This design comes from an exercise in tuning for small area on the open sky130 flow, not from production work.
No activity file was given, so power comes from the tool's default toggle rates.

==> run a <==
==> flow/design.v <==
`timescale 1ns/1ps
package sadPkg;
        localparam int ApbAddrWidth = 8;
        localparam int ApbDataWidth = 32;
        localparam int FrameIndexWidth = 8;
        localparam int NumElems = 16;
        typedef logic [ApbAddrWidth-1:0] apbAddrT;
        typedef logic [ApbDataWidth-1:0] apbDataT;
        typedef logic [FrameIndexWidth-1:0] frameIndexT;
        typedef enum logic [1:0] {
                kindNone         = 2'd0,
                kindFrameLoad    = 2'd1,
                kindFrameCompute = 2'd2,
                kindWindowLoad   = 2'd3
        } loadKindT;
        localparam apbAddrT AddrCmd = 8'h00;
        localparam apbAddrT AddrElem = 8'h04;
        localparam apbAddrT AddrCount = 8'h08;
        localparam apbAddrT AddrLast = 8'h0C;
        localparam apbAddrT AddrBest = 8'h10;
        localparam apbAddrT AddrBestIdx = 8'h14;
endpackage
`timescale 1ns/1ps
module sadApbControl #(
        parameter int ElemWidth = 8
) (
        input  logic Clk,
        input  logic rst,
        input  logic psel,
        input  logic penable,
        input  logic pwrite,
        input  sadPkg::apbAddrT paddr,
        input  sadPkg::apbDataT pwdata,
        output sadPkg::apbDataT prdata,
        input  logic [ElemWidth+3:0] lastSad,
        input  logic [ElemWidth+3:0] bestSad,
        input  sadPkg::frameIndexT bestIdx,
        input  sadPkg::frameIndexT resultCount,
        input  logic [3:0] rdIdx,
        output logic [ElemWidth-1:0] stageElem,
        output logic [sadPkg::NumElems*ElemWidth-1:0] stageVec,
        output logic cmdWrite,
        output logic countWrite
);
        localparam int PtrWidth = $clog2(sadPkg::NumElems);
        logic wrEn;
        logic elemWrite;
        logic [ElemWidth-1:0] stageMem [sadPkg::NumElems];
        logic [PtrWidth-1:0] stagePtr;
        assign wrEn = psel & penable & pwrite;
        assign cmdWrite = wrEn && (paddr == sadPkg::AddrCmd);
        assign elemWrite = wrEn && (paddr == sadPkg::AddrElem);
        assign countWrite = wrEn && (paddr == sadPkg::AddrCount);
        always_ff @(posedge Clk) begin
                if (elemWrite) begin
                        stageMem[stagePtr] <= pwdata[ElemWidth-1:0];
                end
        end
        always_ff @(posedge Clk) begin
                if (rst) begin
                        stagePtr <= '0;
                end else if (cmdWrite) begin
                        stagePtr <= '0;
                end else if (elemWrite) begin
                        stagePtr <= stagePtr + 1'b1;
                end
        end
        assign stageElem = stageMem[rdIdx];
        for (genvar i = 0; i < sadPkg::NumElems; i++) begin : genFlatten
                assign stageVec[i*ElemWidth +: ElemWidth] = stageMem[i];
        end
        always_comb begin
                case (paddr)
                        sadPkg::AddrCount: prdata = sadPkg::ApbDataWidth'(resultCount);
                        sadPkg::AddrLast: prdata = sadPkg::ApbDataWidth'(lastSad);
                        sadPkg::AddrBest: prdata = sadPkg::ApbDataWidth'(bestSad);
                        sadPkg::AddrBestIdx: prdata = sadPkg::ApbDataWidth'(bestIdx);
                        default: prdata = '0;
                endcase
        end
endmodule
`timescale 1ns/1ps
module sadVectorCapture #(
        parameter int ElemWidth = 8
) (
        input  logic Clk,
        input  logic [sadPkg::NumElems*ElemWidth-1:0] stageVec,
        input  logic windowLoad,
        input  logic [3:0] rdIdx,
        output logic [ElemWidth-1:0] windowElem
);
        logic [ElemWidth-1:0] windowMem [sadPkg::NumElems];
        always_ff @(posedge Clk) begin
                if (windowLoad) begin
                        for (int i = 0; i < sadPkg::NumElems; i++) begin
                                windowMem[i] <= stageVec[i*ElemWidth +: ElemWidth];
                        end
                end
        end
        assign windowElem = windowMem[rdIdx];
endmodule
`timescale 1ns/1ps
module sadDiffTree #(
        parameter int ElemWidth = 8
) (
        input  logic [ElemWidth-1:0] windowElem,
        input  logic [ElemWidth-1:0] stageElem,
        input  logic [ElemWidth+3:0] sumIn,
        output logic [ElemWidth+3:0] sumOut
);
        logic [ElemWidth-1:0] d;
        logic gt;
        logic [ElemWidth-1:0] mag;
        assign {gt, d} = {1'b0, windowElem} + {1'b0, ~stageElem};
        assign mag = d ^ {ElemWidth{~gt}};
        assign sumOut = sumIn + {4'd0, mag} + {{(ElemWidth+3){1'b0}}, gt};
endmodule
`timescale 1ns/1ps
module sadBestTracker #(
        parameter int ElemWidth = 8
) (
        input  logic Clk,
        input  logic rst,
        input  logic startCompute,
        input  logic clearBest,
        input  logic [ElemWidth+3:0] sumNext,
        output logic [3:0] rdIdx,
        output logic [ElemWidth+3:0] lastSad,
        output logic [ElemWidth+3:0] bestSad,
        output sadPkg::frameIndexT bestIdx,
        output sadPkg::frameIndexT resultCount
);
        logic busy;
        logic finish;
        always_ff @(posedge Clk) begin
                if (rst) begin
                        busy <= 1'b0;
                        finish <= 1'b0;
                end else begin
                        finish <= busy && (rdIdx == 4'd15);
                        if (startCompute) begin
                                busy <= 1'b1;
                        end else if (rdIdx == 4'd15) begin
                                busy <= 1'b0;
                        end
                end
        end
        always_ff @(posedge Clk) begin
                if (startCompute) begin
                        rdIdx <= '0;
                end else if (busy) begin
                        rdIdx <= rdIdx + 1'b1;
                end
        end
        always_ff @(posedge Clk) begin
                if (rst) begin
                        lastSad <= '0;
                end else if (startCompute) begin
                        lastSad <= '0;
                end else if (busy) begin
                        lastSad <= sumNext;
                end
        end
        always_ff @(posedge Clk) begin
                if (rst) begin
                        bestSad <= '1;
                        bestIdx <= '0;
                        resultCount <= '0;
                end else if (clearBest) begin
                        bestSad <= '1;
                        bestIdx <= '0;
                        resultCount <= '0;
                end else if (finish) begin
                        resultCount <= resultCount + 1'b1;
                        if (lastSad < bestSad) begin
                                bestSad <= lastSad;
                                bestIdx <= resultCount;
                        end
                end
        end
endmodule
`timescale 1ns/1ps
module sadEngineTop #(
        parameter int ElemWidth = 8
) (
        input  logic Clk,
        input  logic rst,
        input  logic psel,
        input  logic penable,
        input  logic pwrite,
        input  sadPkg::apbAddrT paddr,
        input  sadPkg::apbDataT pwdata,
        output sadPkg::apbDataT prdata
);
        localparam int SumWidth = ElemWidth + 4;
        localparam int VecWidth = sadPkg::NumElems * ElemWidth;
        logic [VecWidth-1:0] stageVec;
        logic [ElemWidth-1:0] stageElem;
        logic [ElemWidth-1:0] windowElem;
        logic [3:0] rdIdx;
        logic cmdWrite;
        logic countWrite;
        logic [SumWidth-1:0] sumNext;
        logic [SumWidth-1:0] lastSad;
        logic [SumWidth-1:0] bestSad;
        sadPkg::frameIndexT bestIdx;
        sadPkg::frameIndexT resultCount;
        sadApbControl #(.ElemWidth(ElemWidth)) uControl (
                .Clk(Clk), .rst(rst),
                .psel(psel), .penable(penable), .pwrite(pwrite),
                .paddr(paddr), .pwdata(pwdata), .prdata(prdata),
                .lastSad(lastSad), .bestSad(bestSad),
                .bestIdx(bestIdx), .resultCount(resultCount),
                .rdIdx(rdIdx), .stageElem(stageElem), .stageVec(stageVec),
                .cmdWrite(cmdWrite), .countWrite(countWrite)
        );
        sadVectorCapture #(.ElemWidth(ElemWidth)) uCapture (
                .Clk(Clk),
                .stageVec(stageVec),
                .windowLoad(cmdWrite && (pwdata[1:0] == sadPkg::kindWindowLoad)),
                .rdIdx(rdIdx), .windowElem(windowElem)
        );
        sadDiffTree #(.ElemWidth(ElemWidth)) uDiffTree (
                .windowElem(windowElem), .stageElem(stageElem),
                .sumIn(lastSad), .sumOut(sumNext)
        );
        sadBestTracker #(.ElemWidth(ElemWidth)) uTracker (
                .Clk(Clk), .rst(rst),
                .startCompute(cmdWrite && (pwdata[1:0] == sadPkg::kindFrameCompute)),
                .clearBest(countWrite),
                .sumNext(sumNext),
                .rdIdx(rdIdx), .lastSad(lastSad), .bestSad(bestSad),
                .bestIdx(bestIdx), .resultCount(resultCount)
        );
endmodule
==> flow/run.sh <==
#!/bin/bash
# synth_recipe.tcl (not shown) runs the flow's synth.tcl, then flattens the netlist and writes it again
# the make line also repeats each setting of config.mk as NAME=value (left out here)
make -C /OpenROAD-flow-scripts/flow DESIGN_CONFIG=/design/flow/config.mk WORK_HOME=/design/flow/orfs CLKGATE_MAP_FILE= SYNTH_SCRIPT=/design/flow/synth_recipe.tcl finish
==> flow/config.mk <==
export PLATFORM = sky130hd
export DESIGN_NAME = sadEngineTop
export DESIGN_NICKNAME = sadEngineTop
export VERILOG_FILES = /design/flow/design.v
export SDC_FILE = /design/flow/constraint.sdc
export NUM_CORES = 4
export LEC_CHECK = 0
export CAP_MARGIN = 20
export CORE_MARGIN = 2
export CORE_UTILIZATION = 40
export SLEW_MARGIN = 20
==> flow/constraint.sdc <==
create_clock -name core_clock -period 5.0 [get_ports {Clk}]
set_input_delay 1.0000 -clock core_clock [delete_from_list [all_inputs] [get_ports {Clk}]]
set_output_delay 1.0000 -clock core_clock [all_outputs]
set_load 0.01 [all_outputs]
==> run b: changes against run a <==
- CTS_BUF_LIST: not set -> sky130_fd_sc_hd__clkbuf_16
- CTS_CLUSTER_DIAMETER: not set -> 120
- CTS_CLUSTER_SIZE: not set -> 30
- SYNTH_HIERARCHICAL: not set -> 1
==> run c: changes against run a <==
- CTS_BUF_LIST: not set -> sky130_fd_sc_hd__clkbuf_16
- CTS_CLUSTER_DIAMETER: not set -> 120
- CTS_CLUSTER_SIZE: not set -> 30
- GPL_TIMING_DRIVEN: not set -> 0
==> notes.md <==
- Run a ran to the end with no violations. Run b finished clean. Run c finished clean.
- The highest combinational power belongs to run b, the lowest to run a.
- In run b the synthesized cell count is higher than in run c, by about 9%.
- The lowest worst hold slack belongs to run b, the highest to run c.
- First-iteration DRC count, lowest first: run a, run c, run b.
- Between run a and run b, the lower sequential power is in run b (gap about 1%, measured against run b).
- Between run a and run b, the lower power is in run b (gap 24%, measured against run b).
- Non-clock buffer count: run a < run c < run b.
- Of run c and run a, run a has the higher count of clock-buffer cells in the layout (gap 27).
==> figures <==
                                                                              run c                 run a                 run b
Status                                                               finished clean        finished clean        finished clean
Final Critical Period                                                       4790 ps               4700 ps               4770 ps
Cts repair resizes                                                               66                     2                     9
Share of the final layout cell area in multi-input gates                      28.2%                 27.2%                 29.2%
Count of multi-input combinational gates                                        506                   506                   578
Synth Instances                                                                 899                   899                   980
Largest net degree at the start of global routing                                58                    53                    61
Maximum clock frequency                                                     209 MHz               213 MHz               210 MHz
GRT Total Usage                                                               19.3%                 18.2%                 17.9%
Placed cells                                                                   1397                  1390                  1513
Initial antenna violation count                                                   1                     0                     0
Power attributed to sequential cells                                        2780 µW               2780 µW               2740 µW
Sequential cell count of the final layout                                       310                   310                   306
Endpoint of the lowest-slack register-to-register path          uTracker.lastSad[7]  uTracker.lastSad[10]  uTracker.lastSad[11]
Portion of the post-synthesis area used by sequential elements                66.0%                 66.0%                 63.5%
Arrival @ worst endpoint                                                    5220 ps               5070 ps               5210 ps
Crit. Startpoint                                                  uTracker.rdIdx[1]     uTracker.rdIdx[0]     uTracker.rdIdx[3]
Average wire length per cell after detail routing                           23.0 µm               21.4 µm               21.2 µm
Function was not checked in any run of this note: the RTL went through the layout flow alone.

-- what the ideal ports hide --
How much do the figures lean on ideal ports? The routed layouts below were timed once more, with nothing changed but the port constraints.
Step 1, drivers: a clkbuf_16 drives Clk and a buf_2 each remaining input, both assumed.
Step 2 moves the port delays by t, midway between the first and last clock arrival at a register: inputs arrive t later, outputs are due t later. That takes back most of the time a late clock gives input paths.
a / b / c = ideal ports / drivers / drivers and shift; a / b = the first two.
run | t, ns | setup WS [ns] | worst slew at a driven data input, ns | pins driven straight from the clock port
run a | 0.555 | 0.297 / 0.297 / 0.297 | 0.05 | 1
run b | 0.561 | 0.230 / 0.230 / 0.230 | 0.04 | 1
run c | 0.552 | 0.207 / 0.207 / 0.207 | 0.04 | 1
After both steps setup and hold are still met in every run listed.
